Source: an optimization exercise on an open RTL-to-GDS flow (aim: small area and few clock cycles per item). Production flows keep margins and buffers that such runs may drop.
No functional check of the RTL was part of any run shown here.

## flow/design.v (module list and top-level ports; edited modules follow where they fit)
// module fp_mult_pipe: 1365 lines
// module fp_mult_fa: 10 lines
// module fp_mult_ha: 9 lines
module fp_mult_pipe #(
  parameter int unsigned EXP_W = 8,
  parameter int unsigned MAN_W = 23,
  parameter int unsigned TAG_W = 4
) (
  input  logic                   clk,
  input  logic                   rstn,
  input  logic                   in_valid,
  output logic                   in_ready,
  input  logic [EXP_W+MAN_W:0]   a,
  input  logic [EXP_W+MAN_W:0]   b,
  input  logic [TAG_W-1:0]       in_tag,
  output logic                   out_valid,
  input  logic                   out_ready,
  output logic [EXP_W+MAN_W:0]   result,
  output logic [TAG_W-1:0]       out_tag,
  output logic [3:0]             flags
);
  // ...
==> flow/flow/run.sh <==
#!/bin/bash
# Standard ORFS layout, with plain buffers on the ports instead of the delay cell buffer_ports
# picks, and with the synthesis buffers removed at floorplan so repair_design rebuffers.
set -euo pipefail
bash standard.sh BUFFER_PORTS_ARGS="-buffer_cell sky130_fd_sc_hd__buf_2" REMOVE_ABC_BUFFERS=1  finish > make.log 2>&1
==> flow/standard.sh <==
#!/bin/bash
# synth_recipe.tcl (not shown) runs the flow's synth.tcl, then flattens the netlist and writes it again
# the make line also repeats each setting of config.mk as NAME=value (left out here)
make -C /OpenROAD-flow-scripts/flow DESIGN_CONFIG=/design/flow/config.mk WORK_HOME=/design/flow/orfs CLKGATE_MAP_FILE= SYNTH_SCRIPT=/design/flow/synth_recipe.tcl "${@:-finish}"
==> flow/config.mk <==
export PLATFORM = sky130hd
export DESIGN_NAME = fp_mult_pipe
export DESIGN_NICKNAME = fp_mult_pipe
export VERILOG_FILES = /design/flow/design.v
export SDC_FILE = /design/flow/constraint.sdc
export NUM_CORES = 4
export LEC_CHECK = 0
export ABC_AREA = 1
export CAP_MARGIN = 20
export CORE_MARGIN = 2
export CORE_UTILIZATION = 40
export GPL_TIMING_DRIVEN = 0
export SETUP_SLACK_MARGIN = 0.02
export SLEW_MARGIN = 20
export SYNTH_HIERARCHICAL = 1
export SYNTH_MINIMUM_KEEP_SIZE = 0
==> flow/constraint.sdc <==
create_clock -name core_clock -period 7.0 [get_ports {clk}]
set_input_delay 1.4000 -clock core_clock [delete_from_list [all_inputs] [get_ports {clk}]]
set_output_delay 1.4000 -clock core_clock [all_outputs]
set_load 0.01 [all_outputs]
==> metrics.yaml, run 1 <==
synth:
  synth_xor_area_share_pct: 16.7
  synth-simple-area-share_pct: 11.3
  synth_area_um2: 15700
  synth_top_area_share_pct: 33.8
  synthAdderAreaFrac_pct: 42.1
  async_flop_share_pct: 2.17
  synth_compound_area_share_pct: 14.3
setup_path:
  crit_slowest_cell: "clkinvlp_2"
  rrSetupSlack_ps: 5730
  slowest_delay_ps: 620
  arrival_ps: 6760
  crit_path_cell_trace: "buf_2, clkinvlp_2, o22ai_1, xor2_1, ha_1, fa_1, fa_1, fa_1, fa_1, ha_1, inv_1, o21ai_0, o2111ai_1, nor4_1, nand4_1"
  cp_num_buf_inv: 3
  cpMostUsedCell: "fa_1"
  cp_max_fo: 12
finish:
  buffers: 195
  final_cell_mix: "xor2_1, fa_1, o22ai_1"
  largest_cell_class: "multi-input combinational cells"
  layout.nets: 2294
  ff_latch_area_um2: 1380
  regMostFlops: "r_p"
  multiInputGateArea_um2: 14200
  nMultiInputCombCells: 1448
  final_cell_count_no_fill: 2371
  top_regs: "r_p x26, r_esum x9, r_tag x4"
clock_network:
  cts_hold_buf: 0
  insertion_delay_ps: 290
global_route:
  use_met1_pct: 34.6
job:
  max_cap_viol_count: 0
route:
  met3_length_um: 7060
  met2WireLength_um: 25600
  wl_per_cell_um: 24.3
  top_layer: "met4"
  wl_met1_um: 22400
outcome:
  status: "finished clean"
hold_path:
  hold_path.startpoint: "r_v"
floorplan:
  die_x_um: 202
  io-pin-count: 114
place:
  dp.cells: 2260
sta:
  finalSetupViolCount: 0
  setup_ws_ps: 207
==> run 2: changes to the inputs <==
--- a/flow/design.v
+++ b/flow/design.v
@@ -485,17 +485,18 @@
   wire s31_393, c31_393;
   fp_mult_fa u_s31_393 (.a(pp5_21_169), .b(pp6_19_196), .c(pp7_17_223), .s(s31_393), .co(c31_393));
   wire s32_394, c32_394;
   fp_mult_fa u_s32_394 (.a(1'b1), .b(ma[8]), .c(pp4_24_143), .s(s32_394), .co(c32_394));
   wire s32_395, c32_395;
   fp_mult_ha u_s32_395 (.a(pp5_22_170), .b(pp6_20_197), .s(s32_395), .co(c32_395));
   wire s33_396, c33_396;
   fp_mult_fa u_s33_396 (.a(nneg4_144), .b(ma[9]), .c(pp5_23_171), .s(s33_396), .co(c33_396));
-  wire s34_397 = ~ma[10];
+  wire s34_397, c34_397;
+  fp_mult_ha u_s34_397 (.a(1'b1), .b(ma[10]), .s(s34_397), .co(c34_397));
   wire s10_398, c10_398;
   fp_mult_ha u_s10_398 (.a(neg5_147), .b(pp0_10_13), .s(s10_398), .co(c10_398));
   wire s11_399, c11_399;
   fp_mult_ha u_s11_399 (.a(pp0_11_14), .b(pp1_9_41), .s(s11_399), .co(c11_399));
   wire s12_400, c12_400;
   fp_mult_fa u_s12_400 (.a(neg6_176), .b(pp0_12_15), .c(pp1_10_42), .s(s12_400), .co(c12_400));
   wire s12_401, c12_401;
   fp_mult_ha u_s12_401 (.a(pp2_8_69), .b(pp3_6_96), .s(s12_401), .co(c12_401));
@@ -625,17 +626,17 @@
   fp_mult_fa u_s33_463 (.a(c32_395), .b(c32_394), .c(s33_396), .s(s33_463), .co(c33_463));
   wire s34_464, c34_464;
   fp_mult_fa u_s34_464 (.a(s34_397), .b(pp5_24_172), .c(pp6_22_199), .s(s34_464), .co(c34_464));
   wire s34_465, c34_465;
   fp_mult_fa u_s34_465 (.a(pp7_20_226), .b(pp8_18_253), .c(pp9_16_280), .s(s34_465), .co(c34_465));
   wire s34_466, c34_466;
   fp_mult_fa u_s34_466 (.a(pp10_14_307), .b(pp11_12_333), .c(c33_396), .s(s34_466), .co(c34_466));
   wire s35_467, c35_467;
-  fp_mult_fa u_s35_467 (.a(nneg5_173), .b(ma[11]), .c(ma[10]), .s(s35_467), .co(c35_467));
+  fp_mult_fa u_s35_467 (.a(nneg5_173), .b(ma[11]), .c(c34_397), .s(s35_467), .co(c35_467));
   wire s35_468, c35_468;
   fp_mult_fa u_s35_468 (.a(pp6_23_200), .b(pp7_21_227), .c(pp8_19_254), .s(s35_468), .co(c35_468));
   wire s35_469, c35_469;
   fp_mult_fa u_s35_469 (.a(pp9_17_281), .b(pp10_15_308), .c(pp11_13_334), .s(s35_469), .co(c35_469));
   wire s36_470, c36_470;
   fp_mult_fa u_s36_470 (.a(1'b1), .b(ma[12]), .c(pp6_24_201), .s(s36_470), .co(c36_470));
   wire s36_471, c36_471;
   fp_mult_fa u_s36_471 (.a(pp7_22_228), .b(pp8_20_255), .c(pp9_18_282), .s(s36_471), .co(c36_471));
@@ -646,17 +647,18 @@
   wire s37_474, c37_474;
   fp_mult_fa u_s37_474 (.a(pp8_21_256), .b(pp9_19_283), .c(pp10_17_310), .s(s37_474), .co(c37_474));
   wire s38_475, c38_475;
   fp_mult_fa u_s38_475 (.a(1'b1), .b(ma[14]), .c(pp7_24_230), .s(s38_475), .co(c38_475));
   wire s38_476, c38_476;
   fp_mult_ha u_s38_476 (.a(pp8_22_257), .b(pp9_20_284), .s(s38_476), .co(c38_476));
   wire s39_477, c39_477;
   fp_mult_fa u_s39_477 (.a(nneg7_231), .b(ma[15]), .c(pp8_23_258), .s(s39_477), .co(c39_477));
-  wire s40_478 = ~ma[16];
+  wire s40_478, c40_478;
+  fp_mult_ha u_s40_478 (.a(1'b1), .b(ma[16]), .s(s40_478), .co(c40_478));
   wire s6_479, c6_479;
   fp_mult_ha u_s6_479 (.a(neg3_89), .b(pp0_6_9), .s(s6_479), .co(c6_479));
   wire s7_480, c7_480;
   fp_mult_ha u_s7_480 (.a(pp0_7_10), .b(pp1_5_37), .s(s7_480), .co(c7_480));
   wire s8_481, c8_481;
   fp_mult_fa u_s8_481 (.a(neg4_118), .b(pp0_8_11), .c(pp1_6_38), .s(s8_481), .co(c8_481));
   wire s8_482, c8_482;
   fp_mult_ha u_s8_482 (.a(pp2_4_65), .b(pp3_2_92), .s(s8_482), .co(c8_482));
@@ -784,26 +786,27 @@
   fp_mult_fa u_s39_543 (.a(pp9_21_285), .b(pp10_19_312), .c(pp11_17_338), .s(s39_543), .co(c39_543));
   wire s39_544, c39_544;
   fp_mult_fa u_s39_544 (.a(c38_476), .b(c38_475), .c(s39_477), .s(s39_544), .co(c39_544));
   wire s40_545, c40_545;
   fp_mult_fa u_s40_545 (.a(s40_478), .b(pp8_24_259), .c(pp9_22_286), .s(s40_545), .co(c40_545));
   wire s40_546, c40_546;
   fp_mult_fa u_s40_546 (.a(pp10_20_313), .b(pp11_18_339), .c(c39_477), .s(s40_546), .co(c40_546));
   wire s41_547, c41_547;
-  fp_mult_fa u_s41_547 (.a(nneg8_260), .b(ma[17]), .c(ma[16]), .s(s41_547), .co(c41_547));
+  fp_mult_fa u_s41_547 (.a(nneg8_260), .b(ma[17]), .c(c40_478), .s(s41_547), .co(c41_547));
   wire s41_548, c41_548;
   fp_mult_fa u_s41_548 (.a(pp9_23_287), .b(pp10_21_314), .c(pp11_19_340), .s(s41_548), .co(c41_548));
   wire s42_549, c42_549;
   fp_mult_fa u_s42_549 (.a(1'b1), .b(ma[18]), .c(pp9_24_288), .s(s42_549), .co(c42_549));
   wire s42_550, c42_550;
   fp_mult_ha u_s42_550 (.a(pp10_22_315), .b(pp11_20_341), .s(s42_550), .co(c42_550));
   wire s43_551, c43_551;
   fp_mult_fa u_s43_551 (.a(nneg9_289), .b(ma[19]), .c(pp10_23_316), .s(s43_551), .co(c43_551));
-  wire s44_552 = ~ma[20];
+  wire s44_552, c44_552;
+  fp_mult_ha u_s44_552 (.a(1'b1), .b(ma[20]), .s(s44_552), .co(c44_552));
   wire s4_553, c4_553;
   fp_mult_ha u_s4_553 (.a(neg2_60), .b(pp0_4_7), .s(s4_553), .co(c4_553));
   wire s5_554, c5_554;
   fp_mult_ha u_s5_554 (.a(pp0_5_8), .b(pp1_3_35), .s(s5_554), .co(c5_554));
   wire s6_555, c6_555;
   fp_mult_fa u_s6_555 (.a(pp1_4_36), .b(pp2_2_63), .c(pp3_0_90), .s(s6_555), .co(c6_555));
   wire s7_556, c7_556;
   fp_mult_fa u_s7_556 (.a(pp2_3_64), .b(pp3_1_91), .c(c6_479), .s(s7_556), .co(c7_556));
@@ -877,18 +880,19 @@
   fp_mult_fa u_s41_590 (.a(s41_547), .b(c40_545), .c(s41_548), .s(s41_590), .co(c41_590));
   wire s42_591, c42_591;
   fp_mult_fa u_s42_591 (.a(c41_547), .b(s42_550), .c(c41_548), .s(s42_591), .co(c42_591));
   wire s43_592, c43_592;
   fp_mult_fa u_s43_592 (.a(pp11_21_342), .b(c42_550), .c(c42_549), .s(s43_592), .co(c43_592));
   wire s44_593, c44_593;
   fp_mult_fa u_s44_593 (.a(s44_552), .b(pp10_24_317), .c(pp11_22_343), .s(s44_593), .co(c44_593));
   wire s45_594, c45_594;
-  fp_mult_fa u_s45_594 (.a(nneg10_318), .b(ma[21]), .c(ma[20]), .s(s45_594), .co(c45_594));
-  wire s46_595 = ~ma[22];
+  fp_mult_fa u_s45_594 (.a(nneg10_318), .b(ma[21]), .c(c44_552), .s(s45_594), .co(c45_594));
+  wire s46_595, c46_595;
+  fp_mult_ha u_s46_595 (.a(1'b1), .b(ma[22]), .s(s46_595), .co(c46_595));
   wire s2_596, c2_596;
   fp_mult_ha u_s2_596 (.a(neg1_31), .b(pp0_2_5), .s(s2_596), .co(c2_596));
   wire s3_597, c3_597;
   fp_mult_ha u_s3_597 (.a(pp0_3_6), .b(pp1_1_33), .s(s3_597), .co(c3_597));
   wire s4_598, c4_598;
   fp_mult_fa u_s4_598 (.a(pp1_2_34), .b(pp2_0_61), .c(s4_553), .s(s4_598), .co(c4_598));
   wire s5_599, c5_599;
   fp_mult_fa u_s5_599 (.a(pp2_1_62), .b(c4_553), .c(s5_554), .s(s5_599), .co(c5_599));
@@ -969,378 +973,392 @@
   wire s43_637, c43_637;
   fp_mult_fa u_s43_637 (.a(s43_551), .b(c42_591), .c(s43_592), .s(s43_637), .co(c43_637));
   wire s44_638, c44_638;
   fp_mult_fa u_s44_638 (.a(c43_551), .b(s44_593), .c(c43_592), .s(s44_638), .co(c44_638));
   wire s45_639, c45_639;
   fp_mult_fa u_s45_639 (.a(s45_594), .b(pp11_23_344), .c(c44_593), .s(s45_639), .co(c45_639));
   wire s46_640, c46_640;
   fp_mult_fa u_s46_640 (.a(s46_595), .b(c45_594), .c(pp11_24_345), .s(s46_640), .co(c46_640));
-  wire s47_641 = ~ma[22];
+  wire s47_641, c47_641;
+  fp_mult_ha u_s47_641 (.a(1'b1), .b(c46_595), .s(s47_641), .co(c47_641));
   wire [47:0] px = {c46_640, c45_639, c44_638, c43_637, c42_636, c41_635, c40_634, c39_633, c38_632, c37_631, c36_630, c35_629, c34_628, c33_627, c32_626, c31_625, c30_624, c29_623, c28_622, c27_621, c26_620, c25_619, c24_618, c23_617, c22_616, c21_615, c20_614, c19_613, c18_612, c17_611, c16_610, c15_609, c14_608, c13_607, c12_606, c11_605, c10_604, c9_603, c8_602, c7_601, c6_600, c5_599, c4_598, c3_597, c2_596, s2_596, pp0_1_4, neg0_2};
   wire [47:0] py = {s47_641, s46_640, s45_639, s44_638, s43_637, s42_636, s41_635, s40_634, s39_633, s38_632, s37_631, s36_630, s35_629, s34_628, s33_627, s32_626, s31_625, s30_624, s29_623, s28_622, s27_621, s26_620, s25_619, s24_618, s23_617, s22_616, s21_615, s20_614, s19_613, s18_612, s17_611, s16_610, s15_609, s14_608, s13_607, s12_606, s11_605, s10_604, s9_603, s8_602, s7_601, s6_600, s5_599, s4_598, s3_597, pp1_0_32, 1'b0, pp0_0_3};
-  wire s0_642, c0_642;
-  fp_mult_ha u_s0_642 (.a(neg0_2), .b(pp0_0_3), .s(s0_642), .co(c0_642));
-  wire s2_643, c2_643;
-  fp_mult_ha u_s2_643 (.a(s2_596), .b(pp1_0_32), .s(s2_643), .co(c2_643));
-  wire s3_644, c3_644;
-  fp_mult_ha u_s3_644 (.a(c2_596), .b(s3_597), .s(s3_644), .co(c3_644));
-  wire s4_645, c4_645;
-  fp_mult_ha u_s4_645 (.a(c3_597), .b(s4_598), .s(s4_645), .co(c4_645));
-  wire s5_646, c5_646;
-  fp_mult_ha u_s5_646 (.a(c4_598), .b(s5_599), .s(s5_646), .co(c5_646));
-  wire s6_647, c6_647;
-  fp_mult_ha u_s6_647 (.a(c5_599), .b(s6_600), .s(s6_647), .co(c6_647));
-  wire s7_648, c7_648;
-  fp_mult_ha u_s7_648 (.a(c6_600), .b(s7_601), .s(s7_648), .co(c7_648));
-  wire s8_649, c8_649;
-  fp_mult_ha u_s8_649 (.a(c7_601), .b(s8_602), .s(s8_649), .co(c8_649));
-  wire s9_650, c9_650;
-  fp_mult_ha u_s9_650 (.a(c8_602), .b(s9_603), .s(s9_650), .co(c9_650));
-  wire s10_651, c10_651;
-  fp_mult_ha u_s10_651 (.a(c9_603), .b(s10_604), .s(s10_651), .co(c10_651));
-  wire s11_652, c11_652;
-  fp_mult_ha u_s11_652 (.a(c10_604), .b(s11_605), .s(s11_652), .co(c11_652));
-  wire s12_653, c12_653;
-  fp_mult_ha u_s12_653 (.a(c11_605), .b(s12_606), .s(s12_653), .co(c12_653));
-  wire s13_654, c13_654;
-  fp_mult_ha u_s13_654 (.a(c12_606), .b(s13_607), .s(s13_654), .co(c13_654));
-  wire s14_655, c14_655;
-  fp_mult_ha u_s14_655 (.a(c13_607), .b(s14_608), .s(s14_655), .co(c14_655));
-  wire s15_656, c15_656;
-  fp_mult_ha u_s15_656 (.a(c14_608), .b(s15_609), .s(s15_656), .co(c15_656));
-  wire s16_657, c16_657;
-  fp_mult_ha u_s16_657 (.a(c15_609), .b(s16_610), .s(s16_657), .co(c16_657));
-  wire s17_658, c17_658;
-  fp_mult_ha u_s17_658 (.a(c16_610), .b(s17_611), .s(s17_658), .co(c17_658));
-  wire s18_659, c18_659;
-  fp_mult_ha u_s18_659 (.a(c17_611), .b(s18_612), .s(s18_659), .co(c18_659));
-  wire s19_660, c19_660;
-  fp_mult_ha u_s19_660 (.a(c18_612), .b(s19_613), .s(s19_660), .co(c19_660));
-  wire s20_661, c20_661;
-  fp_mult_ha u_s20_661 (.a(c19_613), .b(s20_614), .s(s20_661), .co(c20_661));
-  wire s21_662, c21_662;
-  fp_mult_ha u_s21_662 (.a(c20_614), .b(s21_615), .s(s21_662), .co(c21_662));
-  wire t0_663 = c0_642 | s0_642;
-  wire t2_664 = c2_643 | s2_643;
-  wire t3_665 = c3_644 | s3_644;
-  wire t4_666 = c4_645 | s4_645;
-  wire t5_667 = c5_646 | s5_646;
-  wire t6_668 = c6_647 | s6_647;
-  wire t7_669 = c7_648 | s7_648;
-  wire t8_670 = c8_649 | s8_649;
-  wire t9_671 = c9_650 | s9_650;
-  wire t10_672 = c10_651 | s10_651;
-  wire t11_673 = c11_652 | s11_652;
-  wire t12_674 = c12_653 | s12_653;
-  wire t13_675 = c13_654 | s13_654;
-  wire t14_676 = c14_655 | s14_655;
-  wire t15_677 = c15_656 | s15_656;
-  wire t16_678 = c16_657 | s16_657;
-  wire t17_679 = c17_658 | s17_658;
-  wire t18_680 = c18_659 | s18_659;
-  wire t19_681 = c19_660 | s19_660;
-  wire t20_682 = c20_661 | s20_661;
-  wire t21_683 = c21_662 | s21_662;
-  wire z0_684 = ~s0_642;
-  wire z1_685 = ~(pp0_1_4 ^ t0_663);
-  wire z2_686 = ~(s2_643 ^ pp0_1_4);
-  wire z3_687 = ~(s3_644 ^ t2_664);
-  wire z4_688 = ~(s4_645 ^ t3_665);
-  wire z5_689 = ~(s5_646 ^ t4_666);
-  wire z6_690 = ~(s6_647 ^ t5_667);
-  wire z7_691 = ~(s7_648 ^ t6_668);
-  wire z8_692 = ~(s8_649 ^ t7_669);
-  wire z9_693 = ~(s9_650 ^ t8_670);
-  wire z10_694 = ~(s10_651 ^ t9_671);
-  wire z11_695 = ~(s11_652 ^ t10_672);
-  wire z12_696 = ~(s12_653 ^ t11_673);
-  wire z13_697 = ~(s13_654 ^ t12_674);
-  wire z14_698 = ~(s14_655 ^ t13_675);
-  wire z15_699 = ~(s15_656 ^ t14_676);
-  wire z16_700 = ~(s16_657 ^ t15_677);
-  wire z17_701 = ~(s17_658 ^ t16_678);
-  wire z18_702 = ~(s18_659 ^ t17_679);
-  wire z19_703 = ~(s19_660 ^ t18_680);
-  wire z20_704 = ~(s20_661 ^ t19_681);
-  wire z21_705 = ~(s21_662 ^ t20_682);
-  wire prod_zl = &{z0_684, z1_685, z2_686, z3_687, z4_688, z5_689, z6_690, z7_691, z8_692, z9_693, z10_694, z11_695, z12_696, z13_697, z14_698, z15_699, z16_700, z17_701, z18_702, z19_703, z20_704, z21_705};
-  wire G20_22_706 = c21_662 | (s21_662 & c20_661);
-  wire P20_22_707 = s21_662 & s20_661;
-  wire G17_19_708 = c18_659 | (s18_659 & c17_658);
-  wire P17_19_709 = s18_659 & s17_658;
-  wire G17_20_710 = c19_660 | (s19_660 & G17_19_708);
-  wire P17_20_711 = s19_660 & P17_19_709;
-  wire G17_22_712 = G20_22_706 | (P20_22_707 & G17_20_710);
-  wire P17_22_713 = P20_22_707 & P17_20_711;
-  wire G14_16_714 = c15_656 | (s15_656 & c14_655);
-  wire P14_16_715 = s15_656 & s14_655;
-  wire G14_17_716 = c16_657 | (s16_657 & G14_16_714);
-  wire P14_17_717 = s16_657 & P14_16_715;
-  wire G11_13_718 = c12_653 | (s12_653 & c11_652);
-  wire P11_13_719 = s12_653 & s11_652;
-  wire G11_14_720 = c13_654 | (s13_654 & G11_13_718);
-  wire P11_14_721 = s13_654 & P11_13_719;
-  wire G11_17_722 = G14_17_716 | (P14_17_717 & G11_14_720);
-  wire P11_17_723 = P14_17_717 & P11_14_721;
-  wire G11_22_724 = G17_22_712 | (P17_22_713 & G11_17_722);
-  wire P11_22_725 = P17_22_713 & P11_17_723;
-  wire G9_11_726 = c10_651 | (s10_651 & c9_650);
-  wire P9_11_727 = s10_651 & s9_650;
-  wire G6_8_728 = c7_648 | (s7_648 & c6_647);
-  wire P6_8_729 = s7_648 & s6_647;
-  wire G6_9_730 = c8_649 | (s8_649 & G6_8_728);
-  wire P6_9_731 = s8_649 & P6_8_729;
-  wire G6_11_732 = G9_11_726 | (P9_11_727 & G6_9_730);
-  wire P6_11_733 = P9_11_727 & P6_9_731;
-  wire G3_5_734 = c4_645 | (s4_645 & c3_644);
-  wire P3_5_735 = s4_645 & s3_644;
-  wire G3_6_736 = c5_646 | (s5_646 & G3_5_734);
-  wire P3_6_737 = s5_646 & P3_5_735;
-  wire G0_2_738 = 1'b0 | (pp0_1_4 & c0_642);
-  wire P0_2_739 = pp0_1_4 & s0_642;
-  wire G0_3_740 = c2_643 | (s2_643 & G0_2_738);
-  wire P0_3_741 = s2_643 & P0_2_739;
-  wire G0_6_742 = G3_6_736 | (P3_6_737 & G0_3_740);
-  wire P0_6_743 = P3_6_737 & P0_3_741;
-  wire G0_11_744 = G6_11_732 | (P6_11_733 & G0_6_742);
-  wire P0_11_745 = P6_11_733 & P0_6_743;
-  wire G0_22_746 = G11_22_724 | (P11_22_725 & G0_11_744);
-  wire P0_22_747 = P11_22_725 & P0_11_745;
-  wire prod_c = G0_22_746;
-  wire s22_748, c22_748;
-  fp_mult_ha u_s22_748 (.a(c21_615), .b(s22_616), .s(s22_748), .co(c22_748));
-  wire s23_749, c23_749;
-  fp_mult_ha u_s23_749 (.a(c22_616), .b(s23_617), .s(s23_749), .co(c23_749));
-  wire s24_750, c24_750;
-  fp_mult_ha u_s24_750 (.a(c23_617), .b(s24_618), .s(s24_750), .co(c24_750));
-  wire s25_751, c25_751;
-  fp_mult_ha u_s25_751 (.a(c24_618), .b(s25_619), .s(s25_751), .co(c25_751));
-  wire s26_752, c26_752;
-  fp_mult_ha u_s26_752 (.a(c25_619), .b(s26_620), .s(s26_752), .co(c26_752));
-  wire s27_753, c27_753;
-  fp_mult_ha u_s27_753 (.a(c26_620), .b(s27_621), .s(s27_753), .co(c27_753));
-  wire s28_754, c28_754;
-  fp_mult_ha u_s28_754 (.a(c27_621), .b(s28_622), .s(s28_754), .co(c28_754));
-  wire s29_755, c29_755;
-  fp_mult_ha u_s29_755 (.a(c28_622), .b(s29_623), .s(s29_755), .co(c29_755));
-  wire s30_756, c30_756;
-  fp_mult_ha u_s30_756 (.a(c29_623), .b(s30_624), .s(s30_756), .co(c30_756));
-  wire s31_757, c31_757;
-  fp_mult_ha u_s31_757 (.a(c30_624), .b(s31_625), .s(s31_757), .co(c31_757));
-  wire s32_758, c32_758;
-  fp_mult_ha u_s32_758 (.a(c31_625), .b(s32_626), .s(s32_758), .co(c32_758));
-  wire s33_759, c33_759;
-  fp_mult_ha u_s33_759 (.a(c32_626), .b(s33_627), .s(s33_759), .co(c33_759));
-  wire s34_760, c34_760;
-  fp_mult_ha u_s34_760 (.a(c33_627), .b(s34_628), .s(s34_760), .co(c34_760));
-  wire s35_761, c35_761;
-  fp_mult_ha u_s35_761 (.a(c34_628), .b(s35_629), .s(s35_761), .co(c35_761));
-  wire s36_762, c36_762;
-  fp_mult_ha u_s36_762 (.a(c35_629), .b(s36_630), .s(s36_762), .co(c36_762));
-  wire s37_763, c37_763;
-  fp_mult_ha u_s37_763 (.a(c36_630), .b(s37_631), .s(s37_763), .co(c37_763));
-  wire s38_764, c38_764;
-  fp_mult_ha u_s38_764 (.a(c37_631), .b(s38_632), .s(s38_764), .co(c38_764));
-  wire s39_765, c39_765;
-  fp_mult_ha u_s39_765 (.a(c38_632), .b(s39_633), .s(s39_765), .co(c39_765));
-  wire s40_766, c40_766;
-  fp_mult_ha u_s40_766 (.a(c39_633), .b(s40_634), .s(s40_766), .co(c40_766));
-  wire s41_767, c41_767;
-  fp_mult_ha u_s41_767 (.a(c40_634), .b(s41_635), .s(s41_767), .co(c41_767));
-  wire s42_768, c42_768;
-  fp_mult_ha u_s42_768 (.a(c41_635), .b(s42_636), .s(s42_768), .co(c42_768));
-  wire s43_769, c43_769;
-  fp_mult_ha u_s43_769 (.a(c42_636), .b(s43_637), .s(s43_769), .co(c43_769));
-  wire s44_770, c44_770;
-  fp_mult_ha u_s44_770 (.a(c43_637), .b(s44_638), .s(s44_770), .co(c44_770));
-  wire s45_771, c45_771;
-  fp_mult_ha u_s45_771 (.a(c44_638), .b(s45_639), .s(s45_771), .co(c45_771));
-  wire s46_772, c46_772;
-  fp_mult_ha u_s46_772 (.a(c45_639), .b(s46_640), .s(s46_772), .co(c46_772));
-  wire s47_773, c47_773;
-  fp_mult_ha u_s47_773 (.a(c46_640), .b(s47_641), .s(s47_773), .co(c47_773));
-  wire G23_774 = c23_749 | (s23_749 & c22_748);
-  wire P23_775 = s23_749 & s22_748;
-  wire G25_776 = c25_751 | (s25_751 & c24_750);
-  wire P25_777 = s25_751 & s24_750;
-  wire G27_778 = c27_753 | (s27_753 & c26_752);
-  wire P27_779 = s27_753 & s26_752;
-  wire G29_780 = c29_755 | (s29_755 & c28_754);
-  wire P29_781 = s29_755 & s28_754;
-  wire G31_782 = c31_757 | (s31_757 & c30_756);
-  wire P31_783 = s31_757 & s30_756;
-  wire G33_784 = c33_759 | (s33_759 & c32_758);
-  wire P33_785 = s33_759 & s32_758;
-  wire G35_786 = c35_761 | (s35_761 & c34_760);
-  wire P35_787 = s35_761 & s34_760;
-  wire G37_788 = c37_763 | (s37_763 & c36_762);
-  wire P37_789 = s37_763 & s36_762;
-  wire G39_790 = c39_765 | (s39_765 & c38_764);
-  wire P39_791 = s39_765 & s38_764;
-  wire G41_792 = c41_767 | (s41_767 & c40_766);
-  wire P41_793 = s41_767 & s40_766;
-  wire G43_794 = c43_769 | (s43_769 & c42_768);
-  wire P43_795 = s43_769 & s42_768;
-  wire G45_796 = c45_771 | (s45_771 & c44_770);
-  wire P45_797 = s45_771 & s44_770;
-  wire G47_798 = c47_773 | (s47_773 & c46_772);
-  wire P47_799 = s47_773 & s46_772;
-  wire G25_800 = G25_776 | (P25_777 & G23_774);
-  wire P25_801 = P25_777 & P23_775;
-  wire G29_802 = G29_780 | (P29_781 & G27_778);
-  wire P29_803 = P29_781 & P27_779;
-  wire G33_804 = G33_784 | (P33_785 & G31_782);
-  wire P33_805 = P33_785 & P31_783;
-  wire G37_806 = G37_788 | (P37_789 & G35_786);
-  wire P37_807 = P37_789 & P35_787;
-  wire G41_808 = G41_792 | (P41_793 & G39_790);
-  wire P41_809 = P41_793 & P39_791;
-  wire G45_810 = G45_796 | (P45_797 & G43_794);
-  wire P45_811 = P45_797 & P43_795;
-  wire G29_812 = G29_802 | (P29_803 & G25_800);
-  wire P29_813 = P29_803 & P25_801;
-  wire G37_814 = G37_806 | (P37_807 & G33_804);
-  wire P37_815 = P37_807 & P33_805;
-  wire G45_816 = G45_810 | (P45_811 & G41_808);
-  wire P45_817 = P45_811 & P41_809;
-  wire G37_818 = G37_814 | (P37_815 & G29_812);
-  wire P37_819 = P37_815 & P29_813;
-  wire G45_820 = G45_816 | (P45_817 & G37_818);
-  wire P45_821 = P45_817 & P37_819;
-  wire G33_822 = G33_804 | (P33_805 & G29_812);
-  wire P33_823 = P33_805 & P29_813;
-  wire G41_824 = G41_808 | (P41_809 & G37_818);
-  wire P41_825 = P41_809 & P37_819;
-  wire G27_826 = G27_778 | (P27_779 & G25_800);
-  wire P27_827 = P27_779 & P25_801;
-  wire G31_828 = G31_782 | (P31_783 & G29_812);
-  wire P31_829 = P31_783 & P29_813;
-  wire G35_830 = G35_786 | (P35_787 & G33_822);
-  wire P35_831 = P35_787 & P33_823;
-  wire G39_832 = G39_790 | (P39_791 & G37_818);
-  wire P39_833 = P39_791 & P37_819;
-  wire G43_834 = G43_794 | (P43_795 & G41_824);
-  wire P43_835 = P43_795 & P41_825;
-  wire G47_836 = G47_798 | (P47_799 & G45_820);
-  wire P47_837 = P47_799 & P45_821;
-  wire G24_838 = c24_750 | (s24_750 & G23_774);
-  wire P24_839 = s24_750 & P23_775;
-  wire G26_840 = c26_752 | (s26_752 & G25_800);
-  wire P26_841 = s26_752 & P25_801;
-  wire G28_842 = c28_754 | (s28_754 & G27_826);
-  wire P28_843 = s28_754 & P27_827;
-  wire G30_844 = c30_756 | (s30_756 & G29_812);
-  wire P30_845 = s30_756 & P29_813;
-  wire G32_846 = c32_758 | (s32_758 & G31_828);
-  wire P32_847 = s32_758 & P31_829;
-  wire G34_848 = c34_760 | (s34_760 & G33_822);
-  wire P34_849 = s34_760 & P33_823;
-  wire G36_850 = c36_762 | (s36_762 & G35_830);
-  wire P36_851 = s36_762 & P35_831;
-  wire G38_852 = c38_764 | (s38_764 & G37_818);
-  wire P38_853 = s38_764 & P37_819;
-  wire G40_854 = c40_766 | (s40_766 & G39_832);
-  wire P40_855 = s40_766 & P39_833;
-  wire G42_856 = c42_768 | (s42_768 & G41_824);
-  wire P42_857 = s42_768 & P41_825;
-  wire G44_858 = c44_770 | (s44_770 & G43_834);
-  wire P44_859 = s44_770 & P43_835;
-  wire G46_860 = c46_772 | (s46_772 & G45_820);
-  wire P46_861 = s46_772 & P45_821;
-  wire sum23_862 = s23_749 ^ c22_748;
-  wire sum24_863 = s24_750 ^ G23_774;
-  wire sum25_864 = s25_751 ^ G24_838;
-  wire sum26_865 = s26_752 ^ G25_800;
-  wire sum27_866 = s27_753 ^ G26_840;
-  wire sum28_867 = s28_754 ^ G27_826;
-  wire sum29_868 = s29_755 ^ G28_842;
-  wire sum30_869 = s30_756 ^ G29_812;
-  wire sum31_870 = s31_757 ^ G30_844;
-  wire sum32_871 = s32_758 ^ G31_828;
-  wire sum33_872 = s33_759 ^ G32_846;
-  wire sum34_873 = s34_760 ^ G33_822;
-  wire sum35_874 = s35_761 ^ G34_848;
-  wire sum36_875 = s36_762 ^ G35_830;
-  wire sum37_876 = s37_763 ^ G36_850;
-  wire sum38_877 = s38_764 ^ G37_818;
-  wire sum39_878 = s39_765 ^ G38_852;
-  wire sum40_879 = s40_766 ^ G39_832;
-  wire sum41_880 = s41_767 ^ G40_854;
-  wire sum42_881 = s42_768 ^ G41_824;
-  wire sum43_882 = s43_769 ^ G42_856;
-  wire sum44_883 = s44_770 ^ G43_834;
-  wire sum45_884 = s45_771 ^ G44_858;
-  wire sum46_885 = s46_772 ^ G45_820;
-  wire sum47_886 = s47_773 ^ G46_860;
-  wire [25:0] prod_hi = {sum47_886, sum46_885, sum45_884, sum44_883, sum43_882, sum42_881, sum41_880, sum40_879, sum39_878, sum38_877, sum37_876, sum36_875, sum35_874, sum34_873, sum33_872, sum32_871, sum31_870, sum30_869, sum29_868, sum28_867, sum27_866, sum26_865, sum25_864, sum24_863, sum23_862, s22_748};
+  wire g0_642 = neg0_2 & pp0_0_3;
+  wire p0_643 = neg0_2 ^ pp0_0_3;
+  wire g2_644 = s2_596 & pp1_0_32;
+  wire p2_645 = s2_596 ^ pp1_0_32;
+  wire g3_646 = c2_596 & s3_597;
+  wire p3_647 = c2_596 ^ s3_597;
+  wire g4_648 = c3_597 & s4_598;
+  wire p4_649 = c3_597 ^ s4_598;
+  wire g5_650 = c4_598 & s5_599;
+  wire p5_651 = c4_598 ^ s5_599;
+  wire g6_652 = c5_599 & s6_600;
+  wire p6_653 = c5_599 ^ s6_600;
+  wire g7_654 = c6_600 & s7_601;
+  wire p7_655 = c6_600 ^ s7_601;
+  wire g8_656 = c7_601 & s8_602;
+  wire p8_657 = c7_601 ^ s8_602;
+  wire g9_658 = c8_602 & s9_603;
+  wire p9_659 = c8_602 ^ s9_603;
+  wire g10_660 = c9_603 & s10_604;
+  wire p10_661 = c9_603 ^ s10_604;
+  wire g11_662 = c10_604 & s11_605;
+  wire p11_663 = c10_604 ^ s11_605;
+  wire g12_664 = c11_605 & s12_606;
+  wire p12_665 = c11_605 ^ s12_606;
+  wire g13_666 = c12_606 & s13_607;
+  wire p13_667 = c12_606 ^ s13_607;
+  wire g14_668 = c13_607 & s14_608;
+  wire p14_669 = c13_607 ^ s14_608;
+  wire g15_670 = c14_608 & s15_609;
+  wire p15_671 = c14_608 ^ s15_609;
+  wire g16_672 = c15_609 & s16_610;
+  wire p16_673 = c15_609 ^ s16_610;
+  wire g17_674 = c16_610 & s17_611;
+  wire p17_675 = c16_610 ^ s17_611;
+  wire g18_676 = c17_611 & s18_612;
+  wire p18_677 = c17_611 ^ s18_612;
+  wire g19_678 = c18_612 & s19_613;
+  wire p19_679 = c18_612 ^ s19_613;
+  wire g20_680 = c19_613 & s20_614;
+  wire p20_681 = c19_613 ^ s20_614;
+  wire g21_682 = c20_614 & s21_615;
+  wire p21_683 = c20_614 ^ s21_615;
+  wire g22_684 = c21_615 & s22_616;
+  wire p22_685 = c21_615 ^ s22_616;
+  wire g23_686 = c22_616 & s23_617;
+  wire p23_687 = c22_616 ^ s23_617;
+  wire g24_688 = c23_617 & s24_618;
+  wire p24_689 = c23_617 ^ s24_618;
+  wire g25_690 = c24_618 & s25_619;
+  wire p25_691 = c24_618 ^ s25_619;
+  wire g26_692 = c25_619 & s26_620;
+  wire p26_693 = c25_619 ^ s26_620;
+  wire g27_694 = c26_620 & s27_621;
+  wire p27_695 = c26_620 ^ s27_621;
+  wire g28_696 = c27_621 & s28_622;
+  wire p28_697 = c27_621 ^ s28_622;
+  wire g29_698 = c28_622 & s29_623;
+  wire p29_699 = c28_622 ^ s29_623;
+  wire g30_700 = c29_623 & s30_624;
+  wire p30_701 = c29_623 ^ s30_624;
+  wire g31_702 = c30_624 & s31_625;
+  wire p31_703 = c30_624 ^ s31_625;
+  wire g32_704 = c31_625 & s32_626;
+  wire p32_705 = c31_625 ^ s32_626;
+  wire g33_706 = c32_626 & s33_627;
+  wire p33_707 = c32_626 ^ s33_627;
+  wire g34_708 = c33_627 & s34_628;
+  wire p34_709 = c33_627 ^ s34_628;
+  wire g35_710 = c34_628 & s35_629;
+  wire p35_711 = c34_628 ^ s35_629;
+  wire g36_712 = c35_629 & s36_630;
+  wire p36_713 = c35_629 ^ s36_630;
+  wire g37_714 = c36_630 & s37_631;
+  wire p37_715 = c36_630 ^ s37_631;
+  wire g38_716 = c37_631 & s38_632;
+  wire p38_717 = c37_631 ^ s38_632;
+  wire g39_718 = c38_632 & s39_633;
+  wire p39_719 = c38_632 ^ s39_633;
+  wire g40_720 = c39_633 & s40_634;
+  wire p40_721 = c39_633 ^ s40_634;
+  wire g41_722 = c40_634 & s41_635;
+  wire p41_723 = c40_634 ^ s41_635;
+  wire g42_724 = c41_635 & s42_636;
+  wire p42_725 = c41_635 ^ s42_636;
+  wire g43_726 = c42_636 & s43_637;
+  wire p43_727 = c42_636 ^ s43_637;
+  wire g44_728 = c43_637 & s44_638;
+  wire p44_729 = c43_637 ^ s44_638;
+  wire g45_730 = c44_638 & s45_639;
+  wire p45_731 = c44_638 ^ s45_639;
+  wire g46_732 = c45_639 & s46_640;
+  wire p46_733 = c45_639 ^ s46_640;
+  wire g47_734 = c46_640 & s47_641;
+  wire p47_735 = c46_640 ^ s47_641;
+  wire G1_736 = 1'b0 | (pp0_1_4 & g0_642);
+  wire P1_737 = pp0_1_4 & p0_643;
+  wire G3_738 = g3_646 | (p3_647 & g2_644);
+  wire P3_739 = p3_647 & p2_645;
+  wire G5_740 = g5_650 | (p5_651 & g4_648);
+  wire P5_741 = p5_651 & p4_649;
+  wire G7_742 = g7_654 | (p7_655 & g6_652);
+  wire P7_743 = p7_655 & p6_653;
+  wire G9_744 = g9_658 | (p9_659 & g8_656);
+  wire P9_745 = p9_659 & p8_657;
+  wire G11_746 = g11_662 | (p11_663 & g10_660);
+  wire P11_747 = p11_663 & p10_661;
+  wire G13_748 = g13_666 | (p13_667 & g12_664);
+  wire P13_749 = p13_667 & p12_665;
+  wire G15_750 = g15_670 | (p15_671 & g14_668);
+  wire P15_751 = p15_671 & p14_669;
+  wire G17_752 = g17_674 | (p17_675 & g16_672);
+  wire P17_753 = p17_675 & p16_673;
+  wire G19_754 = g19_678 | (p19_679 & g18_676);
+  wire P19_755 = p19_679 & p18_677;
+  wire G21_756 = g21_682 | (p21_683 & g20_680);
+  wire P21_757 = p21_683 & p20_681;
+  wire G23_758 = g23_686 | (p23_687 & g22_684);
+  wire P23_759 = p23_687 & p22_685;
+  wire G25_760 = g25_690 | (p25_691 & g24_688);
+  wire P25_761 = p25_691 & p24_689;
+  wire G27_762 = g27_694 | (p27_695 & g26_692);
+  wire P27_763 = p27_695 & p26_693;
+  wire G29_764 = g29_698 | (p29_699 & g28_696);
+  wire P29_765 = p29_699 & p28_697;
+  wire G31_766 = g31_702 | (p31_703 & g30_700);
+  wire P31_767 = p31_703 & p30_701;
+  wire G33_768 = g33_706 | (p33_707 & g32_704);
+  wire P33_769 = p33_707 & p32_705;
+  wire G35_770 = g35_710 | (p35_711 & g34_708);
+  wire P35_771 = p35_711 & p34_709;
+  wire G37_772 = g37_714 | (p37_715 & g36_712);
+  wire P37_773 = p37_715 & p36_713;
+  wire G39_774 = g39_718 | (p39_719 & g38_716);
+  wire P39_775 = p39_719 & p38_717;
+  wire G41_776 = g41_722 | (p41_723 & g40_720);
+  wire P41_777 = p41_723 & p40_721;
+  wire G43_778 = g43_726 | (p43_727 & g42_724);
+  wire P43_779 = p43_727 & p42_725;
+  wire G45_780 = g45_730 | (p45_731 & g44_728);
+  wire P45_781 = p45_731 & p44_729;
+  wire G47_782 = g47_734 | (p47_735 & g46_732);
+  wire P47_783 = p47_735 & p46_733;
+  wire G3_784 = G3_738 | (P3_739 & G1_736);
+  wire P3_785 = P3_739 & P1_737;
+  wire G7_786 = G7_742 | (P7_743 & G5_740);
+  wire P7_787 = P7_743 & P5_741;
+  wire G11_788 = G11_746 | (P11_747 & G9_744);
+  wire P11_789 = P11_747 & P9_745;
+  wire G15_790 = G15_750 | (P15_751 & G13_748);
+  wire P15_791 = P15_751 & P13_749;
+  wire G19_792 = G19_754 | (P19_755 & G17_752);
+  wire P19_793 = P19_755 & P17_753;
+  wire G23_794 = G23_758 | (P23_759 & G21_756);
+  wire P23_795 = P23_759 & P21_757;
+  wire G27_796 = G27_762 | (P27_763 & G25_760);
+  wire P27_797 = P27_763 & P25_761;
+  wire G31_798 = G31_766 | (P31_767 & G29_764);
+  wire P31_799 = P31_767 & P29_765;
+  wire G35_800 = G35_770 | (P35_771 & G33_768);
+  wire P35_801 = P35_771 & P33_769;
+  wire G39_802 = G39_774 | (P39_775 & G37_772);
+  wire P39_803 = P39_775 & P37_773;
+  wire G43_804 = G43_778 | (P43_779 & G41_776);
+  wire P43_805 = P43_779 & P41_777;
+  wire G47_806 = G47_782 | (P47_783 & G45_780);
+  wire P47_807 = P47_783 & P45_781;
+  wire G7_808 = G7_786 | (P7_787 & G3_784);
+  wire P7_809 = P7_787 & P3_785;
+  wire G15_810 = G15_790 | (P15_791 & G11_788);
+  wire P15_811 = P15_791 & P11_789;
+  wire G23_812 = G23_794 | (P23_795 & G19_792);
+  wire P23_813 = P23_795 & P19_793;
+  wire G31_814 = G31_798 | (P31_799 & G27_796);
+  wire P31_815 = P31_799 & P27_797;
+  wire G39_816 = G39_802 | (P39_803 & G35_800);
+  wire P39_817 = P39_803 & P35_801;
+  wire G47_818 = G47_806 | (P47_807 & G43_804);
+  wire P47_819 = P47_807 & P43_805;
+  wire G15_820 = G15_810 | (P15_811 & G7_808);
+  wire P15_821 = P15_811 & P7_809;
+  wire G31_822 = G31_814 | (P31_815 & G23_812);
+  wire P31_823 = P31_815 & P23_813;
+  wire G47_824 = G47_818 | (P47_819 & G39_816);
+  wire P47_825 = P47_819 & P39_817;
+  wire G31_826 = G31_822 | (P31_823 & G15_820);
+  wire P31_827 = P31_823 & P15_821;
+  wire G47_828 = G47_824 | (P47_825 & G31_826);
+  wire P47_829 = P47_825 & P31_827;
+  wire G23_830 = G23_812 | (P23_813 & G15_820);
+  wire P23_831 = P23_813 & P15_821;
+  wire G39_832 = G39_816 | (P39_817 & G31_826);
+  wire P39_833 = P39_817 & P31_827;
+  wire G11_834 = G11_788 | (P11_789 & G7_808);
+  wire P11_835 = P11_789 & P7_809;
+  wire G19_836 = G19_792 | (P19_793 & G15_820);
+  wire P19_837 = P19_793 & P15_821;
+  wire G27_838 = G27_796 | (P27_797 & G23_830);
+  wire P27_839 = P27_797 & P23_831;
+  wire G35_840 = G35_800 | (P35_801 & G31_826);
+  wire P35_841 = P35_801 & P31_827;
+  wire G43_842 = G43_804 | (P43_805 & G39_832);
+  wire P43_843 = P43_805 & P39_833;
+  wire G5_844 = G5_740 | (P5_741 & G3_784);
+  wire P5_845 = P5_741 & P3_785;
+  wire G9_846 = G9_744 | (P9_745 & G7_808);
+  wire P9_847 = P9_745 & P7_809;
+  wire G13_848 = G13_748 | (P13_749 & G11_834);
+  wire P13_849 = P13_749 & P11_835;
+  wire G17_850 = G17_752 | (P17_753 & G15_820);
+  wire P17_851 = P17_753 & P15_821;
+  wire G21_852 = G21_756 | (P21_757 & G19_836);
+  wire P21_853 = P21_757 & P19_837;
+  wire G25_854 = G25_760 | (P25_761 & G23_830);
+  wire P25_855 = P25_761 & P23_831;
+  wire G29_856 = G29_764 | (P29_765 & G27_838);
+  wire P29_857 = P29_765 & P27_839;
+  wire G33_858 = G33_768 | (P33_769 & G31_826);
+  wire P33_859 = P33_769 & P31_827;
+  wire G37_860 = G37_772 | (P37_773 & G35_840);
+  wire P37_861 = P37_773 & P35_841;
+  wire G41_862 = G41_776 | (P41_777 & G39_832);
+  wire P41_863 = P41_777 & P39_833;
+  wire G45_864 = G45_780 | (P45_781 & G43_842);
+  wire P45_865 = P45_781 & P43_843;
+  wire G2_866 = g2_644 | (p2_645 & G1_736);
+  wire P2_867 = p2_645 & P1_737;
+  wire G4_868 = g4_648 | (p4_649 & G3_784);
+  wire P4_869 = p4_649 & P3_785;
+  wire G6_870 = g6_652 | (p6_653 & G5_844);
+  wire P6_871 = p6_653 & P5_845;
+  wire G8_872 = g8_656 | (p8_657 & G7_808);
+  wire P8_873 = p8_657 & P7_809;
+  wire G10_874 = g10_660 | (p10_661 & G9_846);
+  wire P10_875 = p10_661 & P9_847;
+  wire G12_876 = g12_664 | (p12_665 & G11_834);
+  wire P12_877 = p12_665 & P11_835;
+  wire G14_878 = g14_668 | (p14_669 & G13_848);
+  wire P14_879 = p14_669 & P13_849;
+  wire G16_880 = g16_672 | (p16_673 & G15_820);
+  wire P16_881 = p16_673 & P15_821;
+  wire G18_882 = g18_676 | (p18_677 & G17_850);
+  wire P18_883 = p18_677 & P17_851;
+  wire G20_884 = g20_680 | (p20_681 & G19_836);
+  wire P20_885 = p20_681 & P19_837;
+  wire G22_886 = g22_684 | (p22_685 & G21_852);
+  wire P22_887 = p22_685 & P21_853;
+  wire G24_888 = g24_688 | (p24_689 & G23_830);
+  wire P24_889 = p24_689 & P23_831;
+  wire G26_890 = g26_692 | (p26_693 & G25_854);
+  wire P26_891 = p26_693 & P25_855;
+  wire G28_892 = g28_696 | (p28_697 & G27_838);
+  wire P28_893 = p28_697 & P27_839;
+  wire G30_894 = g30_700 | (p30_701 & G29_856);
+  wire P30_895 = p30_701 & P29_857;
+  wire G32_896 = g32_704 | (p32_705 & G31_826);
+  wire P32_897 = p32_705 & P31_827;
+  wire G34_898 = g34_708 | (p34_709 & G33_858);
+  wire P34_899 = p34_709 & P33_859;
+  wire G36_900 = g36_712 | (p36_713 & G35_840);
+  wire P36_901 = p36_713 & P35_841;
+  wire G38_902 = g38_716 | (p38_717 & G37_860);
+  wire P38_903 = p38_717 & P37_861;
+  wire G40_904 = g40_720 | (p40_721 & G39_832);
+  wire P40_905 = p40_721 & P39_833;
+  wire G42_906 = g42_724 | (p42_725 & G41_862);
+  wire P42_907 = p42_725 & P41_863;
+  wire G44_908 = g44_728 | (p44_729 & G43_842);
+  wire P44_909 = p44_729 & P43_843;
+  wire G46_910 = g46_732 | (p46_733 & G45_864);
+  wire P46_911 = p46_733 & P45_865;
+  wire sum1_912 = pp0_1_4 ^ g0_642;
+  wire sum2_913 = p2_645 ^ G1_736;
+  wire sum3_914 = p3_647 ^ G2_866;
+  wire sum4_915 = p4_649 ^ G3_784;
+  wire sum5_916 = p5_651 ^ G4_868;
+  wire sum6_917 = p6_653 ^ G5_844;
+  wire sum7_918 = p7_655 ^ G6_870;
+  wire sum8_919 = p8_657 ^ G7_808;
+  wire sum9_920 = p9_659 ^ G8_872;
+  wire sum10_921 = p10_661 ^ G9_846;
+  wire sum11_922 = p11_663 ^ G10_874;
+  wire sum12_923 = p12_665 ^ G11_834;
+  wire sum13_924 = p13_667 ^ G12_876;
+  wire sum14_925 = p14_669 ^ G13_848;
+  wire sum15_926 = p15_671 ^ G14_878;
+  wire sum16_927 = p16_673 ^ G15_820;
+  wire sum17_928 = p17_675 ^ G16_880;
+  wire sum18_929 = p18_677 ^ G17_850;
+  wire sum19_930 = p19_679 ^ G18_882;
+  wire sum20_931 = p20_681 ^ G19_836;
+  wire sum21_932 = p21_683 ^ G20_884;
+  wire sum22_933 = p22_685 ^ G21_852;
+  wire sum23_934 = p23_687 ^ G22_886;
+  wire sum24_935 = p24_689 ^ G23_830;
+  wire sum25_936 = p25_691 ^ G24_888;
+  wire sum26_937 = p26_693 ^ G25_854;
+  wire sum27_938 = p27_695 ^ G26_890;
+  wire sum28_939 = p28_697 ^ G27_838;
+  wire sum29_940 = p29_699 ^ G28_892;
+  wire sum30_941 = p30_701 ^ G29_856;
+  wire sum31_942 = p31_703 ^ G30_894;
+  wire sum32_943 = p32_705 ^ G31_826;
+  wire sum33_944 = p33_707 ^ G32_896;
+  wire sum34_945 = p34_709 ^ G33_858;
+  wire sum35_946 = p35_711 ^ G34_898;
+  wire sum36_947 = p36_713 ^ G35_840;
+  wire sum37_948 = p37_715 ^ G36_900;
+  wire sum38_949 = p38_717 ^ G37_860;
+  wire sum39_950 = p39_719 ^ G38_902;
+  wire sum40_951 = p40_721 ^ G39_832;
+  wire sum41_952 = p41_723 ^ G40_904;
+  wire sum42_953 = p42_725 ^ G41_862;
+  wire sum43_954 = p43_727 ^ G42_906;
+  wire sum44_955 = p44_729 ^ G43_842;
+  wire sum45_956 = p45_731 ^ G44_908;
+  wire sum46_957 = p46_733 ^ G45_864;
+  wire sum47_958 = p47_735 ^ G46_910;
+  wire [47:0] prod = {sum47_958, sum46_957, sum45_956, sum44_955, sum43_954, sum42_953, sum41_952, sum40_951, sum39_950, sum38_949, sum37_948, sum36_947, sum35_946, sum34_945, sum33_944, sum32_943, sum31_942, sum30_941, sum29_940, sum28_939, sum27_938, sum26_937, sum25_936, sum24_935, sum23_934, sum22_933, sum21_932, sum20_931, sum19_930, sum18_929, sum17_928, sum16_927, sum15_926, sum14_925, sum13_924, sum12_923, sum11_922, sum10_921, sum9_920, sum8_919, sum7_918, sum6_917, sum5_916, sum4_915, sum3_914, sum2_913, sum1_912, p0_643};
   logic [2:0] cls;
   always_comb begin
     if (nan)       cls = {1'b1, snan_a | snan_b, 1'b1};
     else if (ixz)  cls = 3'b111;
     else if (inf)  cls = 3'b110;
     else if (zero) cls = 3'b100;
     else           cls = 3'b000;
   end
-  logic        r_v, r_sign, r_st, r_c;
+  logic        r_v, r_sign, r_st;
   logic [2:0]  r_cls;
   logic [8:0]  r_esum;
   logic [25:0] r_p;
   logic [3:0]  r_tag;
   always_ff @(posedge clk or negedge rstn) begin
     if (!rstn) r_v <= 1'b0;
     else if (adv) r_v <= in_valid;
   end
   always_ff @(posedge clk) begin
     if (adv) begin
       r_sign <= a[31] ^ b[31];
       r_cls  <= cls;
       r_esum <= {1'b0, ea} + {1'b0, eb};
-      r_p    <= prod_hi;
-      r_c    <= prod_c;
-      r_st   <= ~prod_zl;
+      r_p    <= prod[47:22];
+      r_st   <= |prod[21:0];
       r_tag  <= in_tag;
     end
   end
-  logic [25:0] u;
-  logic [25:0] pl;      
-  logic [2:0]  pb;      
-  logic        hi, g, s, any, inc;
-  logic [2:0]  v;       
-  logic [3:0]  t;       
-  logic [26:0] sq;      
-  logic [26:0] ph;      
+  logic        hi, g, s, any, inc, t1, carry;
+  logic [24:0] q;
+  logic [24:0] sq;      
+  logic [24:0] all1;    
   logic [22:0] frac;
   logic [1:0]  k;       
   logic [9:0]  e;       
   logic        ovf, unf;
-  assign u = r_p;
+  assign q     = r_p[25:1];
+  assign hi    = r_p[25];
+  assign g     = hi ? r_p[1] : r_p[0];
+  assign s     = r_st | (hi & r_p[0]);
+  assign any   = g | s;
+  assign inc   = g & (s | (hi ? r_p[2] : r_p[1]));
+  assign t1    = inc & (hi | r_p[1]);
   always_comb begin
-    pl[0] = 1'b1;
-    for (int i = 1; i <= 25; i++) pl[i] = pl[i-1] & u[i-1];
-    ph[3] = 1'b1;
-    for (int i = 4; i <= 26; i++) ph[i] = ph[i-1] & u[i-1];
+    all1[0] = 1'b1;
+    all1[1] = 1'b1;
+    for (int i = 2; i <= 24; i++) all1[i] = all1[i-1] & q[i-1];
   end
-  assign pb[0] = u[0] ^ r_c;
-  assign pb[1] = u[1] ^ (r_c & u[0]);
-  assign pb[2] = u[2] ^ (r_c & u[0] & u[1]);
-  assign hi    = u[25] ^ (r_c & pl[25]);
-  assign g     = hi ? pb[1] : pb[0];
-  assign s     = r_st | (hi & pb[0]);
-  assign any   = g | s;
-  assign inc   = g & (s | (hi ? pb[2] : pb[1]));
-  assign v     = {inc & hi, inc & ~hi, r_c};
-  assign t     = {1'b0, u[2:0]} + {1'b0, v};
-  assign sq[2:0] = t[2:0];
+  assign sq[0] = q[0] ^ (inc & ~hi);
   always_comb begin
-    for (int i = 3; i <= 25; i++) sq[i] = u[i] ^ (t[3] & ph[i]);
+    for (int i = 1; i <= 24; i++) sq[i] = q[i] ^ (t1 & all1[i]);
   end
-  assign sq[26] = t[3] & ph[26];
-  assign frac  = hi ? sq[24:2] : sq[23:1];
-  assign k     = {sq[26], sq[25]};
+  assign carry = t1 & all1[24];
+  assign frac  = hi ? sq[23:1] : sq[22:0];
+  assign k     = {hi & carry, hi ^ carry};
   assign e     = {1'b0, r_esum} + {8'b11100000, k + 2'd1};
   assign ovf   = ~e[9] & (e[8] | (&e[7:0]));
   assign unf   = e[9] | (e == 10'd0);
   logic [31:0] res;
   logic [3:0]  flg;
   always_comb begin
     res = {r_sign, e[7:0], frac};
     flg = {3'b000, any};
==> flow/flow/run.sh (replaced) <==
#!/bin/bash
# Standard ORFS layout, with plain buffers on the ports instead of the delay cell buffer_ports picks.
set -euo pipefail
bash standard.sh BUFFER_PORTS_ARGS="-buffer_cell sky130_fd_sc_hd__buf_2" finish > make.log 2>&1
--- a/flow/config.mk
+++ b/flow/config.mk
@@ -5,12 +5,11 @@
 export SDC_FILE = /design/flow/constraint.sdc
 export NUM_CORES = 4
 export LEC_CHECK = 0
 export ABC_AREA = 1
 export CAP_MARGIN = 20
 export CORE_MARGIN = 2
 export CORE_UTILIZATION = 40
 export GPL_TIMING_DRIVEN = 0
-export SETUP_SLACK_MARGIN = 0.02
 export SLEW_MARGIN = 20
 export SYNTH_HIERARCHICAL = 1
 export SYNTH_MINIMUM_KEEP_SIZE = 0
==> run 2 against run 1 <==
  * Global-route usage increased by 2.9 points
  * Sequential share of layout area decreased by 0.41 points
  * Utilization increased by 0.59 points
  * Clock skew increased by 2.8 ps
  * Synthesized cell count increased by 2.3%
  * Cell count increased by 4.3%
  * Clock-buffer cell count unchanged
  * Via count about the same
  * Routed wire length increased by 4.3%
  * Critical endpoint is now r_p[25]
  * Largest cell class unchanged
==> metrics.yaml, run 2 <==
synth:
  async_flop_share_pct: 2.22  # was 2.17%
  synth_area_per_cell_um2: 8.94  # was 8.98 um^2
  netlist_instances: 1793  # was 1753
  yosys_warnings: 7  # was 8
  synth_top_area_share_pct: 36.0  # was 33.8%
  synth-seq-area-share_pct: 8.40  # was 8.74%
  synth_compound_area_share_pct: 13.4  # was 14.3%
  ys_types: 46  # was 54
  synth_edf_count: 44  # was 45
  synthAdderAreaFrac_pct: 43.2  # was 42.1%
  synth_xor_area_share_pct: 16.2  # was 16.7%
  synth-seq-cells: 45  # was 46
  synth-simple-area-share_pct: 11.7  # was 11.3%
  synthFlopType: "edfxtp_1"  # unchanged
  synth_area_um2: 16000  # was 15700 um^2
  synth.area.mux_share_pct: 0  # unchanged
  synth_top_cell_by_area: "fa_1"  # unchanged
  yosys-top-cells-count: "fa_1, xor2_1, o22ai_1, nand2_1, inv_1"  # was xor2_1, fa_1, o22ai_1, nand2_1, inv_1
  synthTopCellsByArea: "fa_1, xor2_1, o22ai_1"  # unchanged
  synth_top_family_by_area: "adder cells"  # unchanged
setup_path:
  cpMostUsedCell: "fa_2"  # was fa_1
  arrival_ps: 6930  # was 6760 ps
  endpoint_kind: "flip-flop"  # unchanged
  worstPathRequired_ps: 7040  # was 6970 ps
  crit_family: "adder cells"  # unchanged
  critical_path_class: "in -> reg"  # unchanged
  slowest_delay_ps: 630  # was 620 ps
  cp_max_fo: 10  # was 12
  cp_num_buf_inv: 6  # was 3
  crit_slowest_cell: "fa_2"  # was clkinvlp_2
  worstSetupStartpointType: "input port"  # unchanged
route:
  drt_iter0_markers: 1448  # was 1748
  wirelength_um: 60000  # was 57500 um
  wl_per_cell_um: 24.2  # was 24.3 um
  drt_first_pass_iters: 7  # unchanged
  drc_errors: 0  # unchanged
  vias_per_cell: 5.81  # was 6.06
  ant_nets: 0  # unchanged
  vias: 14363  # was 14367
floorplan:
  core_um2: 39600  # was 38700 um^2
  die_y_um: 204  # was 202 um
  die-area_um2: 41700  # was 41000 um^2
  initial_utilization_pct: 40.4  # was 40.6%
  io-pin-count: 114  # unchanged
  die_x_um: 204  # was 202 um
  rows: 73  # was 72
global_route:
  overflow: 0  # unchanged
  antenna_found_initial: 0  # unchanged
  use_met2_pct: 46.8  # was 40.6%
  top_usage_layer: "met2"  # unchanged
  use_met3_pct: 5.02  # was 6.35%
  use_met1_pct: 38.3  # was 34.6%
  grt_pass1_wl_um: 89400  # was 82100 um
  globalRouteTotalUtil_pct: 28.7  # was 25.7%
  grt_max_degree: 26  # was 35
  grt_pass1_vias: 14762  # was 14232
finish:
  fin_util_pct: 49.1  # was 48.5%
  layout.nets: 2398  # was 2294
  syn2layout_area_growth_pct: 21.4  # was 19.3%
  top_regs: "r_p x26, r_esum x9, r_tag x4"  # unchanged
  design_area_um2: 19400  # was 18800 um^2
  layout-drive-gt1-share_pct: 26.9  # was 21.4%
  largest_reg_flops: 26  # unchanged
  final_cell_mix: "xor2_1, fa_1, nand2_1"  # was xor2_1, fa_1, o22ai_1
  final_common_cell: "xor2_1"  # unchanged
  regMostFlops: "r_p"  # unchanged
place:
  dp_hpwl_um: 48800  # was 34600 um
  post-place-ws_ps: -1270  # was -1830 ps
  place_area_um2: 17300  # was 16500 um^2
  place_congestion: 1.02  # was 0.880
  port_buffers: 113  # unchanged
outcome:
  status: "finished clean"  # unchanged
sta:
  clock_skew_ps: 9.91  # was 7.13 ps
  slew_violations: 0  # unchanged
  fin_tns_setup_ps: 0  # unchanged
  fin_crit_sh_pct: 98.4  # was 97.0%
  hold_viol: 0  # unchanged
  setup_ws_ps: 111  # was 207 ps
  fin_crit_ps: 6890  # was 6790 ps
  max_slew_margin_pct: 41.1  # was 26.3%
  whs_ps: 860  # was 758 ps
  fmax_ghz: 0.145  # was 0.147 GHz
  tightestPinTransition_ps: 883  # was 1100 ps
  rsz0062_at_grt: "yes"  # unchanged
  finalSetupViolCount: 0  # unchanged
clock_network:
  cts_tree: "done"  # unchanged
  cts-buffers-inserted: 5  # unchanged
  cts_hold_buf: 0  # unchanged
  htree_levels: 2  # unchanged
  cts-root-buf: "clkbuf_16"  # unchanged
  path_clk_slew_ps: 70  # about the same
  cts.sinks: 45  # was 46
  insertion_delay_ps: 300  # was 290 ps
  cts_buffer_depth: 2  # unchanged
hold_path:
  hp-class: "in -> async"  # was reg -> reg
job:
  max_cap_viol_count: 0  # unchanged
-- run 2: path summary, 6_finish.rpt --
kind                            slack (ps)  cells past startpoint  start       end
worst max-delay path                   110                     28  b[13]   r_p[25]
worst min-delay path                   860                      1   rstn       r_v
worst max register to register        5580                      2    r_v  r_cls[2]
worst min register to register        1030                      1    r_v  r_tag[3]
max in group asynchronous             6060                      1   rstn       r_v
min in group core_clock               1030                      1    r_v  r_tag[3]
-- run 2: cell type report --
type	instances	area [um^2]
clock inverter	3	50.0
inverter	156	591
fill	3790	20200
antenna	1	2.50
tap	525	657
clock buffer	5	125
timing repair buffer	139	801
buffer	130	962
multi-input combinational	1469	14900
sequential	45	1350
-- run 2: per-stage QoR --
stage	std cells
after floorplan	1804
after global placement	2442
after detailed placement	2443
after CTS	2460
after global routing	2472
final	2473
-- run 2: modules after synthesis (local to each module, per instance) --
module,flip-flops and latches,cells
fp_mult_fa,0,1
fp_mult_ha,0,1
fp_mult_pipe,45,1497
-- run 2: cell families after synthesis --
kind of cell | count (synthesis)
AOI/OAI and AO/OA | 347
and+or+nand+nor | 434
adders and majority gates | 380
other | 1
buffers and inverters | 290
xor gates and xnor gates | 296
DFF | 45
-- run 2: repair_timing --
action,CTS,global route
pin swaps,60,86
resized for setup,267,224
buffers inserted,12,13
endpoints found under the setup margin,27,13
-- run 2: per-layer routing --
| metal | share of wire [%] | vias up |
|---|---|---|
| met5 | 0 | - |
| met4 | 4.0 | 0 |
| met3 | 9.2 | 135 |
| met2 | 47 | 754 |
| met1 | 40 | 7176 |
| li1 | - | 6298 |

-- separate check: timing with driven ports --
No port has a modelled driver above. Below, the same layouts with a new extraction and two added sets of constraints. Step 1 (the two cells are an assumption about what drives the block):
set clk [get_ports {clk}]
set_driving_cell -lib_cell sky130_fd_sc_hd__clkbuf_16 $clk
set_driving_cell -lib_cell sky130_fd_sc_hd__buf_2 [delete_from_list [all_inputs] $clk]
Step 2, shift: input delay + t, output delay - t, t = (earliest + latest rising clock arrival at the registers) / 2. This alone moves slack from input paths to output paths. a / b / c = no drivers / after step 1 / after step 2; a / b = the first two.
| run | t, ns | setup slack, ns | worst data-port slew with drivers (ns) |
|---|---|---|---|
| run 1 | 0.321 | 0.207 / 0.112 / -0.209 | 0.19 |
| run 2 | 0.330 | 0.111 / 0.117 / -0.213 | 0.08 |
Met with ideal ports but missed after step 2: setup timing in run 1 and run 2. For run 1, which loses most, drivers alone change the setup slack by -0.095 ns; drivers and shift together by -0.416 ns.
